This design comes from an exercise in tuning for small area on the open sky130 flow, not from production work.
Function was checked by simulation only, so behaviour that the tests miss may differ from the original.
Power and IR drop assume default switching activity.

==> 05-26: inputs <==
==> flow/design.v <==
package ppc_pkg;
  localparam int INST_W  = 32;
  localparam int FETCH_W = 64;
  localparam logic [1:0] POP_NONE = 2'd0;
  localparam logic [1:0] POP_ONE  = 2'd1;
  localparam logic [1:0] POP_TWO  = 2'd2;
  function automatic logic [1:0] clampPop(input logic [1:0] req);
    clampPop = (req == 2'd3) ? POP_TWO : req;
  endfunction
endpackage
module iq_storage #(
  parameter int ROWS = 32,
  parameter int IW   = 32
) (
  input  logic            clk,
  input  logic [ROWS-1:0] wrSel,
  input  logic [ROWS-1:0] wrHold,
  input  logic [0:IW-1]   wrEven,
  input  logic [0:IW-1]   wrOdd,
  input  logic [ROWS-1:0] rdSelEven,
  input  logic [ROWS-1:0] rdSelOdd,
  output logic [0:IW-1]   rdEven,
  output logic [0:IW-1]   rdOdd
);
  logic [ROWS-1:0][0:IW-1] even;
  logic [ROWS-1:0][0:IW-1] odd;
  for (genvar i = 0; i < ROWS; i++) begin : g_row
    always_ff @(posedge clk) begin
      even[i] <= (wrEven & {IW{wrSel[i]}}) | (even[i] & {IW{wrHold[i]}});
      odd[i]  <= (wrOdd  & {IW{wrSel[i]}}) | (odd[i]  & {IW{wrHold[i]}});
    end
  end
  always_comb begin
    rdEven = '0;
    rdOdd  = '0;
    for (int i = 0; i < ROWS; i++) begin
      rdEven = rdEven | (even[i] & {IW{rdSelEven[i]}});
      rdOdd  = rdOdd  | (odd[i]  & {IW{rdSelOdd[i]}});
    end
  end
endmodule
module inst_fetch_queue
#(
  parameter int DEPTH = 64,
  parameter int IW    = ppc_pkg::INST_W,
  parameter int PW    = 6
) (
  input  logic            clk,
  input  logic            rst,
  input  logic            flush,
  input  logic            push_valid,
  input  logic [0:2*IW-1] push_data,
  output logic            push_ready,
  output logic            head0_valid,
  output logic [0:IW-1]   head0_inst,
  output logic            head1_valid,
  output logic [0:IW-1]   head1_inst,
  input  logic [0:1]      pop_count,
  output logic [0:PW]     count,
  output logic            overflow_err,
  output logic            pop_err
);
  localparam int ROWS = DEPTH / 2;
  localparam int RW   = PW - 1;
  logic            headPar;
  logic [RW-1:0]   oddRow, evenRow;
  logic [RW-1:0]   tailRow;
  logic [PW:0]     occ;
  logic            head0Even, head0Odd, head1Even, head1Odd;
  logic [1:0]      popReq;
  logic [1:0]      popEff;
  logic            pushAcc;
  logic            pushRefused;
  logic            popBad;
  logic            ge1, ge2;
  logic            oddRowStep, evenRowStep;
  logic            headParNext;
  logic [PW:0]     occNext;
  logic            ge1Next, ge2Next;
  assign ge1         = (occ != '0);
  assign ge2         = (occ[PW:1] != '0);
  assign push_ready  = ~occ[PW] & ~(&occ[PW-1:0]);
  assign pushAcc     = push_valid & push_ready & ~flush;
  assign pushRefused = push_valid & ~push_ready & ~flush;
  assign popReq = ppc_pkg::clampPop(pop_count);
  assign popEff = ge2 ? popReq : {1'b0, ge1 & (popReq != 2'd0)};
  assign popBad = ~flush & ((pop_count == 2'd3) | (~ge2 & (pop_count > 2'(occ[0]))));
  assign oddRowStep  = popEff[1] | (popEff[0] &  headPar);
  assign evenRowStep = popEff[1] | (popEff[0] & ~headPar);
  assign headParNext = headPar ^ popEff[0];
  assign occNext     = occ - (PW+1)'(popEff) + (pushAcc ? (PW+1)'(2) : '0);
  assign ge1Next     = (occNext != '0);
  assign ge2Next     = (occNext[PW:1] != '0);
  always_ff @(posedge clk or posedge rst) begin
    if (rst) begin
      headPar      <= 1'b0;
      oddRow       <= '0;
      evenRow      <= '0;
      tailRow      <= '0;
      occ          <= '0;
      head0Even    <= 1'b0;
      head0Odd     <= 1'b0;
      head1Even    <= 1'b0;
      head1Odd     <= 1'b0;
      overflow_err <= 1'b0;
      pop_err      <= 1'b0;
    end else begin
      if (flush) begin
        headPar   <= 1'b0;
        oddRow    <= '0;
        evenRow   <= '0;
        tailRow   <= '0;
        occ       <= '0;
        head0Even <= 1'b0;
        head0Odd  <= 1'b0;
        head1Even <= 1'b0;
        head1Odd  <= 1'b0;
      end else begin
        headPar <= headParNext;
        if (oddRowStep)  oddRow    <= oddRow + RW'(1);
        if (evenRowStep) evenRow   <= evenRow + RW'(1);
        if (pushAcc)     tailRow   <= tailRow + RW'(1);
        occ       <= occNext;
        head0Even <= ~headParNext & ge1Next;
        head0Odd  <=  headParNext & ge1Next;
        head1Even <=  headParNext & ge2Next;
        head1Odd  <= ~headParNext & ge2Next;
      end
      if (pushRefused) overflow_err <= 1'b1;
      if (popBad)      pop_err      <= 1'b1;
    end
  end
  logic [ROWS-1:0] wrSel, wrHold;
  always_comb begin
    for (int i = 0; i < ROWS; i++) wrSel[i] = pushAcc & (tailRow == RW'(i));
  end
  assign wrHold = ~wrSel;
  logic [ROWS-1:0] rdSelEven, rdSelOdd;
  logic [0:IW-1]   rdEven, rdOdd;
  always_comb begin
    for (int i = 0; i < ROWS; i++) begin
      rdSelEven[i] = (evenRow == RW'(i));
      rdSelOdd[i]  = (oddRow  == RW'(i));
    end
  end
  iq_storage #(
    .ROWS (ROWS),
    .IW   (IW)
  ) storage (
    .clk       (clk),
    .wrSel     (wrSel),
    .wrHold    (wrHold),
    .wrEven    (push_data[0:IW-1]),
    .wrOdd     (push_data[IW:2*IW-1]),
    .rdSelEven (rdSelEven),
    .rdSelOdd  (rdSelOdd),
    .rdEven    (rdEven),
    .rdOdd     (rdOdd)
  );
  assign count       = occ;
  assign head0_valid = ge1;
  assign head1_valid = ge2;
  assign head0_inst  = (rdEven & {IW{head0Even}}) | (rdOdd & {IW{head0Odd}});
  assign head1_inst  = (rdEven & {IW{head1Even}}) | (rdOdd & {IW{head1Odd}});
endmodule
==> flow/flow/run.sh <==
#!/bin/bash
# The standard layout (standard.sh: the standard synthesis, then ORFS to finish), with one
# change: the buffers ORFS puts on the input and output ports are buf_2 cells instead of the
# resizer's default pick. Every port still gets its own buffer.
set -euo pipefail
export BUFFER_PORTS_ARGS="-buffer_cell sky130_fd_sc_hd__buf_2"
bash standard.sh finish > standard_finish.log 2>&1
==> flow/standard.sh <==
#!/bin/bash
# synth_recipe.tcl (not shown) runs the flow's synth.tcl, then flattens the netlist and writes it again
# the make line also repeats each setting of config.mk as NAME=value (left out here)
make -C /OpenROAD-flow-scripts/flow DESIGN_CONFIG=/design/flow/config.mk WORK_HOME=/design/flow/orfs CLKGATE_MAP_FILE= SYNTH_SCRIPT=/design/flow/synth_recipe.tcl "${@:-finish}"
==> flow/config.mk <==
export PLATFORM = sky130hd
export DESIGN_NAME = inst_fetch_queue
export DESIGN_NICKNAME = inst_fetch_queue
export VERILOG_FILES = /design/flow/design.v
export SDC_FILE = /design/flow/constraint.sdc
export NUM_CORES = 4
export LEC_CHECK = 0
export CAP_MARGIN = 20
export CORE_MARGIN = 2
export CORE_UTILIZATION = 70
export CTS_CLUSTER_DIAMETER = 100
export CTS_CLUSTER_SIZE = 30
export SETUP_SLACK_MARGIN = 0.05
export SLEW_MARGIN = 20
export SYNTH_HIERARCHICAL = 1
==> flow/constraint.sdc <==
create_clock -name core_clock -period 5.5 [get_ports {clk}]
set_input_delay 1.1000 -clock core_clock [delete_from_list [all_inputs] [get_ports {clk}]]
set_output_delay 1.1000 -clock core_clock [all_outputs]
set_load 0.01 [all_outputs]
==> 05-28 (differences from 05-26) <==
--- a/flow/config.mk
+++ b/flow/config.mk
@@ -9,6 +9,6 @@
 export CORE_MARGIN = 2
-export CORE_UTILIZATION = 70
+export CORE_UTILIZATION = 80
 export CTS_CLUSTER_DIAMETER = 100
 export CTS_CLUSTER_SIZE = 30
-export SETUP_SLACK_MARGIN = 0.05
+export SETUP_SLACK_MARGIN = 0.15
 export SLEW_MARGIN = 20
==> 12-16 (differences from 05-26) <==
--- a/flow/design.v
+++ b/flow/design.v
@@ -64,17 +64,11 @@
   localparam int RW   = PW - 1;
-  logic            headPar;
-  logic [RW-1:0]   oddRow, evenRow;
-  logic [RW-1:0]   tailRow;
-  logic [PW:0]     occ;
-  logic            head0Even, head0Odd, head1Even, head1Odd;
-  logic [1:0]      popReq;
-  logic [1:0]      popEff;
-  logic            pushAcc;
-  logic            pushRefused;
-  logic            popBad;
-  logic            ge1, ge2;
-  logic            oddRowStep, evenRowStep;
-  logic            headParNext;
-  logic [PW:0]     occNext;
-  logic            ge1Next, ge2Next;
+  logic [PW-1:0] head;
+  logic [RW-1:0] tailRow;
+  logic [PW:0]   occ;
+  logic [1:0]    popReq;
+  logic [1:0]    popEff;
+  logic          pushAcc;
+  logic          pushRefused;
+  logic          popBad;
+  logic          ge1, ge2;
   assign ge1         = (occ != '0);
@@ -87,19 +81,7 @@
   assign popBad = ~flush & ((pop_count == 2'd3) | (~ge2 & (pop_count > 2'(occ[0]))));
-  assign oddRowStep  = popEff[1] | (popEff[0] &  headPar);
-  assign evenRowStep = popEff[1] | (popEff[0] & ~headPar);
-  assign headParNext = headPar ^ popEff[0];
-  assign occNext     = occ - (PW+1)'(popEff) + (pushAcc ? (PW+1)'(2) : '0);
-  assign ge1Next     = (occNext != '0);
-  assign ge2Next     = (occNext[PW:1] != '0);
   always_ff @(posedge clk or posedge rst) begin
     if (rst) begin
-      headPar      <= 1'b0;
-      oddRow       <= '0;
-      evenRow      <= '0;
+      head         <= '0;
       tailRow      <= '0;
       occ          <= '0;
-      head0Even    <= 1'b0;
-      head0Odd     <= 1'b0;
-      head1Even    <= 1'b0;
-      head1Odd     <= 1'b0;
       overflow_err <= 1'b0;
@@ -108,21 +90,11 @@
       if (flush) begin
-        headPar   <= 1'b0;
-        oddRow    <= '0;
-        evenRow   <= '0;
-        tailRow   <= '0;
-        occ       <= '0;
-        head0Even <= 1'b0;
-        head0Odd  <= 1'b0;
-        head1Even <= 1'b0;
-        head1Odd  <= 1'b0;
+        head     <= '0;
+        tailRow  <= '0;
+        occ      <= '0;
       end else begin
-        headPar <= headParNext;
-        if (oddRowStep)  oddRow    <= oddRow + RW'(1);
-        if (evenRowStep) evenRow   <= evenRow + RW'(1);
-        if (pushAcc)     tailRow   <= tailRow + RW'(1);
-        occ       <= occNext;
-        head0Even <= ~headParNext & ge1Next;
-        head0Odd  <=  headParNext & ge1Next;
-        head1Even <=  headParNext & ge2Next;
-        head1Odd  <= ~headParNext & ge2Next;
+        head <= head + PW'(popEff);
+        if (pushAcc) begin
+          tailRow  <= tailRow + RW'(1);
+        end
+        occ <= occ - (PW+1)'(popEff) + (pushAcc ? (PW+1)'(2) : '0);
       end
@@ -137,8 +109,14 @@
   assign wrHold = ~wrSel;
+  logic [RW-1:0]   rowOdd, rowEven;
+  logic            useEven, useOdd;
   logic [ROWS-1:0] rdSelEven, rdSelOdd;
   logic [0:IW-1]   rdEven, rdOdd;
+  assign rowOdd  = head[PW-1:1];
+  assign rowEven = head[PW-1:1] + RW'(head[0]);
+  assign useEven = head[0] ? ge2 : ge1;
+  assign useOdd  = head[0] ? ge1 : ge2;
   always_comb begin
     for (int i = 0; i < ROWS; i++) begin
-      rdSelEven[i] = (evenRow == RW'(i));
-      rdSelOdd[i]  = (oddRow  == RW'(i));
+      rdSelEven[i] = useEven & (rowEven == RW'(i));
+      rdSelOdd[i]  = useOdd  & (rowOdd  == RW'(i));
     end
@@ -162,4 +140,4 @@
   assign head1_valid = ge2;
-  assign head0_inst  = (rdEven & {IW{head0Even}}) | (rdOdd & {IW{head0Odd}});
-  assign head1_inst  = (rdEven & {IW{head1Even}}) | (rdOdd & {IW{head1Odd}});
+  assign head0_inst  = head[0] ? rdOdd  : rdEven;
+  assign head1_inst  = head[0] ? rdEven : rdOdd;
 endmodule
==> flow/run.sh (new file) <==
#!/bin/bash
# synth_recipe.tcl (not shown) runs the flow's synth.tcl, then flattens the netlist and writes it again
# the make line also repeats each setting of config.mk as NAME=value (left out here)
make -C /OpenROAD-flow-scripts/flow DESIGN_CONFIG=/design/flow/config.mk WORK_HOME=/design/flow/orfs CLKGATE_MAP_FILE= SYNTH_SCRIPT=/design/flow/synth_recipe.tcl finish
--- a/flow/config.mk
+++ b/flow/config.mk
@@ -9,6 +9,3 @@
 export CORE_MARGIN = 2
-export CORE_UTILIZATION = 70
-export CTS_CLUSTER_DIAMETER = 100
-export CTS_CLUSTER_SIZE = 30
-export SETUP_SLACK_MARGIN = 0.05
+export CORE_UTILIZATION = 40
 export SLEW_MARGIN = 20
removed: flow/flow/run.sh
removed: flow/standard.sh
==> 06-06 (differences from 05-26) <==
--- a/flow/design.v
+++ b/flow/design.v
@@ -65,3 +65,3 @@
   logic            headPar;
-  logic [RW-1:0]   oddRow, evenRow;
+  logic [ROWS-1:0] oddRowOh, evenRowOh;
   logic [RW-1:0]   tailRow;
@@ -96,4 +96,4 @@
       headPar      <= 1'b0;
-      oddRow       <= '0;
-      evenRow      <= '0;
+      oddRowOh     <= ROWS'(1);
+      evenRowOh    <= ROWS'(1);
       tailRow      <= '0;
@@ -109,4 +109,4 @@
         headPar   <= 1'b0;
-        oddRow    <= '0;
-        evenRow   <= '0;
+        oddRowOh  <= ROWS'(1);
+        evenRowOh <= ROWS'(1);
         tailRow   <= '0;
@@ -119,4 +119,4 @@
         headPar <= headParNext;
-        if (oddRowStep)  oddRow    <= oddRow + RW'(1);
-        if (evenRowStep) evenRow   <= evenRow + RW'(1);
+        if (oddRowStep)  oddRowOh  <= {oddRowOh[ROWS-2:0],  oddRowOh[ROWS-1]};
+        if (evenRowStep) evenRowOh <= {evenRowOh[ROWS-2:0], evenRowOh[ROWS-1]};
         if (pushAcc)     tailRow   <= tailRow + RW'(1);
@@ -137,10 +137,3 @@
   assign wrHold = ~wrSel;
-  logic [ROWS-1:0] rdSelEven, rdSelOdd;
-  logic [0:IW-1]   rdEven, rdOdd;
-  always_comb begin
-    for (int i = 0; i < ROWS; i++) begin
-      rdSelEven[i] = (evenRow == RW'(i));
-      rdSelOdd[i]  = (oddRow  == RW'(i));
-    end
-  end
+  logic [0:IW-1] rdEven, rdOdd;
   iq_storage #(
@@ -154,4 +147,4 @@
     .wrOdd     (push_data[IW:2*IW-1]),
-    .rdSelEven (rdSelEven),
-    .rdSelOdd  (rdSelOdd),
+    .rdSelEven (evenRowOh),
+    .rdSelOdd  (oddRowOh),
     .rdEven    (rdEven),
==> flow/run.sh (new file) <==
#!/bin/bash
# synth_recipe.tcl (not shown) runs the flow's synth.tcl, then flattens the netlist and writes it again
# the make line also repeats each setting of config.mk as NAME=value (left out here)
make -C /OpenROAD-flow-scripts/flow DESIGN_CONFIG=/design/flow/config.mk WORK_HOME=/design/flow/orfs CLKGATE_MAP_FILE= SYNTH_SCRIPT=/design/flow/synth_recipe.tcl finish
--- a/flow/config.mk
+++ b/flow/config.mk
@@ -9,6 +9,5 @@
 export CORE_MARGIN = 2
-export CORE_UTILIZATION = 70
+export CORE_UTILIZATION = 40
 export CTS_CLUSTER_DIAMETER = 100
 export CTS_CLUSTER_SIZE = 30
-export SETUP_SLACK_MARGIN = 0.05
 export SLEW_MARGIN = 20
removed: flow/flow/run.sh
removed: flow/standard.sh
==> comparison table <==
	05-28	05-26	12-16	06-06
Result of the run	no timing/DRC/antenna violations	no timing/DRC/antenna violations	finished with violations	no timing/DRC/antenna violations
Violated checks	-	-	setup timing	-
Post-route worst setup slack	0.181 ns	0.129 ns	-0.104 ns	0.402 ns
GR Layer Usage met2	75.7%	68.0%	47.3%	45.2%
Crit-path slowest cell	sky130_fd_sc_hd__nor2_4	sky130_fd_sc_hd__nor2_4	sky130_fd_sc_hd__or4_4	sky130_fd_sc_hd__or4_1
Sequential power	17.5 mW	17.5 mW	17.2 mW	17.7 mW
Portion of synthesized cell area occupied by the leading cell type	54.4%	54.4%	54.5%	53.3%
Total chip power	31.6 mW	31.7 mW	41.8 mW	30.3 mW
Post-detailed-route wirelength per cell	36.1 um	35.4 um	34.9 um	32.1 um
Final cycle utilization of the critical path	96.7%	97.7%	102%	92.7%
Clock Network Area Fraction	2.75%	2.76%	7.70%	2.81%
Core outline area	93300 um2	107000 um2	187000 um2	191000 um2
Async set-reset flop share out of synthesis	1.40%	1.40%	0.967%	3.89%
Final hold slack	0.473 ns	0.464 ns	0.473 ns	0.483 ns
Worst slew margin	13.3%	16.3%	15.7%	16.3%
Xor and xnor area share after synthesis	0.139%	0.139%	0.116%	0.0683%
Buf+Inv Stages, Crit Path	1	2	4	2
Postcts setup bufs	0	0	98	0
Share of the synthesized area in compound gates (AO/OA/AOI/OAI)	35.0%	35.0%	34.3%	34.7%
Post-synthesis share of cell area spent on and, or, nand and nor gates	3.96%	3.96%	4.13%	4.00%
Synth-to-layout area growth	4.17%	4.22%	20.3%	7.22%
Number of signal-net buffers in the layout	311	285	603	349
Total met3 wirelength after detailed routing	48.5 mm	41.9 mm	42.2 mm	26.3 mm
Register fraction of the total cell area	53.1%	53.1%	45.9%	52.3%

-- port drivers added, routing unchanged --
How much do the figures lean on ideal ports? The routed layouts below were timed once more, with nothing changed but the port constraints. Step 1 (the two cells are an assumption about what drives the block):
set clk [get_ports {clk}]
set_driving_cell -lib_cell sky130_fd_sc_hd__clkbuf_16 $clk
set_driving_cell -lib_cell sky130_fd_sc_hd__buf_2 [delete_from_list [all_inputs] $clk]
Step 2 also shifts input and output timing later by t, the mid clock arrival at the registers, as if the neighbouring blocks saw the same clock. Three values: ideal ports, drivers, drivers and shift; two values: the first two.
| run | t, ns | setup slack, ns | hold WS [ns] | worst setup path at the end | worst register clock-pin slew, ns |
|---|---|---|---|---|---|
| 05-26 | 0.802 | 0.129 / 0.045 / 0.847 | 0.464 / 0.399 / 0.482 | register to output | 0.12 / 0.12 |
| 05-28 | 0.799 | 0.181 / 0.097 / 0.869 | 0.473 / 0.410 / 0.486 | input to register | 0.12 / 0.12 |
| 12-16 | 0.926 | -0.104 / -0.194 / 0.672 | 0.473 / 0.473 / 0.473 | input to register | 0.07 / 0.07 |
| 06-06 | 0.833 | 0.402 / 0.315 / 1.087 | 0.483 / 0.483 / 0.483 | input to register | 0.12 / 0.12 |
